This design comes from an exercise in tuning for small area and a short achievable clock period on the open sky130 flow, not from production work. Function was checked by simulation only, so behaviour that the tests miss may differ from the original.

## P
Design inv_sqrt_unit, start of the top module:
module inv_sqrt_unit #(
	parameter logic [9:0] PIPE = 10'b1111111111
) (
	input  logic clk,
	input  logic reset,
	input  logic in_valid,
	input  fp_pkg::int_t in_value,
	output logic out_valid,
	output fp_pkg::fp_t  out_fp,
	output fp_pkg::int_t out_fixed
);
==> flow/config.mk <==
export PLATFORM = sky130hd
export DESIGN_NAME = inv_sqrt_unit
export DESIGN_NICKNAME = inv_sqrt_unit
export VERILOG_FILES = /design/flow/design.v
export SDC_FILE = /design/flow/constraint.sdc
export NUM_CORES = 4
export LEC_CHECK = 0
export CAP_MARGIN = 20
export CORE_MARGIN = 2
export CORE_UTILIZATION = 40
export SLEW_MARGIN = 20
export SYNTH_HIERARCHICAL = 1
export SYNTH_MINIMUM_KEEP_SIZE = 0
==> flow/constraint.sdc <==
create_clock -name core_clock -period 9.5 [get_ports {clk}]
set_input_delay 1.9000 -clock core_clock [delete_from_list [all_inputs] [get_ports {clk}]]
set_output_delay 1.9000 -clock core_clock [all_outputs]
set_load 0.01 [all_outputs]
standard.sh (not shown) runs the stock make flow with config.mk's settings and CLKGATE_MAP_FILE= SYNTH_SCRIPT=/design/flow/synth_recipe.tcl, a recipe that flattens the netlist after the stock synthesis.
==> flow/flow/run.sh <==
#!/bin/bash
set -euo pipefail
export SETUP_SLACK_MARGIN=6.3
bash standard.sh > standard.log 2>&1
P completed end to end with timing, DRC and antenna clean.
Setup changes, P to Q
--- a/flow/design.v
+++ b/flow/design.v
@@ -1855,48 +1855,46 @@
 	logic [3:0]  a_c;
 	logic        a_z0;
 	logic        a_zn;
 	assign e0 = ~a_p[0];
 	assign sub = {e0, a_m};
 	assign a_u = 16'd28339 - sub;
 	assign a_b1 = (sub > 16'd28339);
 	assign a_t1 = a_b1 | (sub <= 16'd1193);
 	assign a_c = 4'(({1'b0, a_p} + 5'd1) >> 1) + {3'd0, a_b1};
 	assign a_z0 = (~a_b1 & ~e0 & ~a_t1) | (a_b1 & e0);
 	assign a_zn = a_b1 & ~e0;
 	logic [15:0] b_u;
+	logic [14:0] b_m;
 	logic [3:0]  b_c;
 	logic        b_t1, b_z0, b_zn;
-	pipe_reg #(.W(16+4+3), .EN(PIPE[2])) u_c2 (.clk(clk),
-		.d({a_u, a_c, a_t1, a_z0, a_zn}),
-		.q({b_u, b_c, b_t1, b_z0, b_zn}));
+	pipe_reg #(.W(16+15+4+3), .EN(PIPE[2])) u_c2 (.clk(clk),
+		.d({a_u, a_m, a_c, a_t1, a_z0, a_zn}),
+		.q({b_u, b_m, b_c, b_t1, b_z0, b_zn}));
 	logic [35:13] b_ra, b_rb;
 	logic         b_ci;
 	isq_square_tree u_square (.u(b_u), .ra(b_ra), .rb(b_rb), .ci(b_ci));
 	logic [35:13] c_ra, c_rb;
 	logic         c_ci;
 	logic [15:0]  c_u;
+	logic [14:0]  c_m;
 	logic [3:0]   c_c;
 	logic         c_t1, c_z0, c_zn;
-	pipe_reg #(.W(23+23+1+16+4+3), .EN(PIPE[3])) u_c3 (.clk(clk),
-		.d({b_ra, b_rb, b_ci, b_u, b_c, b_t1, b_z0, b_zn}),
-		.q({c_ra, c_rb, c_ci, c_u, c_c, c_t1, c_z0, c_zn}));
+	pipe_reg #(.W(23+23+1+16+15+4+3), .EN(PIPE[3])) u_c3 (.clk(clk),
+		.d({b_ra, b_rb, b_ci, b_u, b_m, b_c, b_t1, b_z0, b_zn}),
+		.q({c_ra, c_rb, c_ci, c_u, c_m, c_c, c_t1, c_z0, c_zn}));
 	logic [35:12] c_p1;
 	logic [16:0]  c_ysq;
 	assign c_p1 = {c_ra, 1'b1} + {c_rb, c_ci};
 	assign c_ysq = c_t1 ? c_p1[34:18] : c_p1[33:17];
-	logic [15:0]  c_sub;
-	logic [14:0]  c_m;
-	assign c_sub = 16'd28339 - c_u;
-	assign c_m = c_sub[14:0];
 	logic [16:-1] c_mb;
 	logic [7:0]   c_mone, c_mtwo;
 	logic [6:0]   c_mneg;
 	assign c_mb = {2'b01, c_m, 1'b0};
 	always_comb begin
 		for (int k = 0; k < 8; k++) begin
 			c_mone[k] = c_mb[2*k] ^ c_mb[2*k-1];
 			c_mtwo[k] = (c_mb[2*k+1] & ~c_mb[2*k] & ~c_mb[2*k-1]) |
 				(~c_mb[2*k+1] & c_mb[2*k] & c_mb[2*k-1]);
 		end
 		for (int k = 0; k < 7; k++) begin
 			c_mneg[k] = c_mb[2*k+1];
==> comparison <==
- Summary of Q over P: residual antenna-violating net count after detailed routing shows no meaningful change, total detailed-routing wirelength has increased, number of tap instances went up 10, design area grew by 2.3%.
- The wire length of the first global-routing pass of Q was inferior to that of P.
- Diff P -> Q: number of cells on the critical path went down 1; count of max-cap constraint violations closely matched the old numbers; via count increased by 1.7% relative to the old numbers.
- From P to Q the numbers moved as follows: clock sink count picked up an extra about 6.5%.

==> afterwards: timing with drivers on the ports <==
Ports are ideal in the flow. The routed layouts listed here were re-timed in OpenROAD. Step 1, drivers: a clkbuf_16 drives clk and a buf_2 each remaining input, both assumed. Step 2, shift: input delay + t, output delay - t, t = (earliest + latest rising clock arrival at the registers) / 2. This alone moves slack from input paths to output paths. Slacks: ideal ports / drivers / drivers and shift; pairs: ideal ports / drivers.
| run | shift t [ns] | slack for setup (ns) | worst data-port slew with drivers (ns) | cell pins on the clock port's net |
|---|---|---|---|---|
| P | 0.657 | 6.332 / 6.332 / 6.332 | 0.04 | 1 |
| Q | 0.665 | 6.311 / 6.311 / 6.311 | 0.03 | 1 |
After both steps setup and hold are still met in every run listed.
